Source: an optimization exercise on an open RTL-to-GDS flow (aim: small area, a short achievable clock period and few clock cycles). Production flows keep margins and buffers that such runs may drop.
The RTL was checked by simulation tests, not by an equivalence proof against the original design.
Power figures rest on the tool's default switching activity, not on a simulated workload.

Setup of north:
==> flow/design.v (excerpt) <==
module core #(
  parameter int REG_SIZE   = 8,
  parameter int ADDR_SIZE  = 8,
  parameter int INSN_SIZE  = 16,
  parameter int INSN_COUNT = 16
) (
  input  logic                            clk,
  input  logic                            reset,
  input  logic                            init_R0_flag,
  input  logic [REG_SIZE-1:0]             init_R0_data,
  input  logic [INSN_SIZE*INSN_COUNT-1:0] insn_data,
  input  logic                            Start,
  output logic                            Ready,
  output logic [1:0]                      enable_M,
  output logic [ADDR_SIZE-1:0]            addr_M,
  output logic [REG_SIZE-1:0]             wr_data_M,
  input  logic [REG_SIZE-1:0]             rd_data_M,
  input  logic                            ready_M
);
clock: 10.0 ns
lec_check: 0
cap_margin: 20
core_margin: 2
core_utilization: 55
cts_buf_list: sky130_fd_sc_hd__clkbuf_8
cts_cluster_diameter: 60
cts_cluster_size: 18
slew_margin: 20
tns_end_percent: 10
standard.sh (not shown) runs the stock make flow with config.mk's settings and CLKGATE_MAP_FILE= SYNTH_SCRIPT=/design/flow/synth_recipe.tcl, a recipe that flattens the netlist after the stock synthesis.
==> flow/flow/run.sh <==
#!/bin/bash
# Layout: the standard flow (standard.sh) with three changes:
#  - port buffers of the smallest drive (buffer_ports -buffer_cell buf_1);
#    repair resizes the ones that need more;
#  - no adder cells in synthesis (ADDER_MAP_FILE empty), so abc maps the
#    arithmetic together with the logic around it;
#  - timing repair aims at a larger setup slack margin.
# make's output goes to flow.log; each step's own log is under orfs/logs/.
set -uo pipefail
bash standard.sh "ADDER_MAP_FILE=" "SETUP_SLACK_MARGIN=6.2" \
  "BUFFER_PORTS_ARGS=-buffer_cell sky130_fd_sc_hd__buf_1" finish > flow.log 2>&1
Per the final summary, north finished and its layout is clean on timing, DRC and antenna.
Testbench counts of north, summed over its fixed seeds: cycles 7,731.
The following lists how south was set up differently from north:
--- a/flow/design.v
+++ b/flow/design.v
@@ -252,30 +252,33 @@
     for (int k = 0; k < 16; k++)
       isnop[k] = (buf_q[k][15:12] == OP_NOP) ||
                  (buf_q[k][15:12] >= 4'hB && buf_q[k][15:12] <= 4'hE);
   end
   assign pc_inc1 = pc1_q + 4'd1;
   assign skip    = isnop[pc_inc1];
   assign pc_seq  = skip ? pc1_q + 4'd2 : pc_inc1;
   assign pc_next = run_q ? (taken ? ir1_q[3:0] : pc_seq) : {3'd0, !s_bnz};
   logic [15:0] fsel;
   logic [15:0] fbuf;
+  logic        fstop;
   always_comb begin
-    fbuf = '0;
+    fbuf  = '0;
+    fstop = 1'b0;
     for (int k = 0; k < 16; k++) begin
       fsel[k] = taken ? (ir1_q[3:0] == 4'(k)) : (pc_seq == 4'(k));
-      fbuf = fbuf | (buf_q[k] & {16{fsel[k]}});
+      fbuf  = fbuf | (buf_q[k] & {16{fsel[k]}});
+      fstop = fstop | (fsel[k] && buf_q[k][15:12] == OP_STOP);
     end
   end
   assign fetched  = run_q ? fbuf
                           : (s_bnz ? insn_data[15:0] : insn_data[31:16]);
-  assign endb     = run_q ? ((fetched[15:12] == OP_STOP) ||
+  assign endb     = run_q ? (fstop ||
                              (!taken && (pc1_q == 4'd15 || (pc1_q == 4'd14 && skip))))
                           : (!s_bnz && insn_data[31:28] == OP_STOP);
   logic ex_load, id_load;
   assign ex_load = run_q ? (idv_q && !id_stall) : (Start && !s_bnz);
   assign id_load = !run_q || (idv_q && !id_stall && !ex_stall);
   always_ff @(posedge clk) begin
     if (reset) begin
       run_q <= 1'b0;
       ld2_q <= 1'b0;
       st2_q <= 1'b0;
==> results.txt <==
- Any difference in data arrival time at the worst-slack endpoint between north and south is small enough to ignore.
- Per the comparison of south with north, mux share of post-synthesis cell area shrank by 0.36 points, clock group total power roughly the same, global-route wire length before repair climbed about 11%.
- south vs north: layout clock buffer count down by a few percent
- From north to south the numbers moved as follows: worst hold slack now sits lower, wire length rose by 12%.
- Clock transition at the registers of the reported paths essentially unchanged between north and south.
- Relative to north, total power after layout has increased by about 0.9% in south.
- Status: latest clock arrival within the worst-skew pair parity (north, south)
- Summary — data required time at the worst endpoint, south relative to north: higher, by 0.03 ns.
- The higher post-synthesis simple-gate area fraction of south and north is in south.
- Wire length on met2, south and north, lower one = north.
Testbench counts of south, summed over its fixed seeds: cycles 7,731.

## afterwards: timing with drivers on the ports
The flow's constraints put no driver on any port. The routed layouts listed below were extracted and timed again, unchanged, in two steps. Step 1 sets driving cells, clkbuf_16 on the clock port and buf_2 on the other inputs (assumed; they add their load-dependent delay and slew). Step 2 times the ports against the registers' clock, not the clock port: input delays grow and output delays shrink by t, the midpoint of the rising clock arrivals with the driver on. Three values: no drivers, after step 1, after step 2; two values: the first two.
| run | t, ns | setup WS [ns] | worst setup path at the end | latest minus earliest clock arrival (ns) |
|---|---|---|---|---|
| north | 0.688 | 5.936 / 5.936 / 5.344 | input to register | 0.080 / 0.080 |
| south | 0.705 | 5.977 / 5.984 / 5.279 | input to register | 0.063 / 0.064 |
After both steps every run listed still meets setup and hold. For south, which loses most, drivers alone change the setup slack by +0.007 ns; drivers and shift together by -0.698 ns.
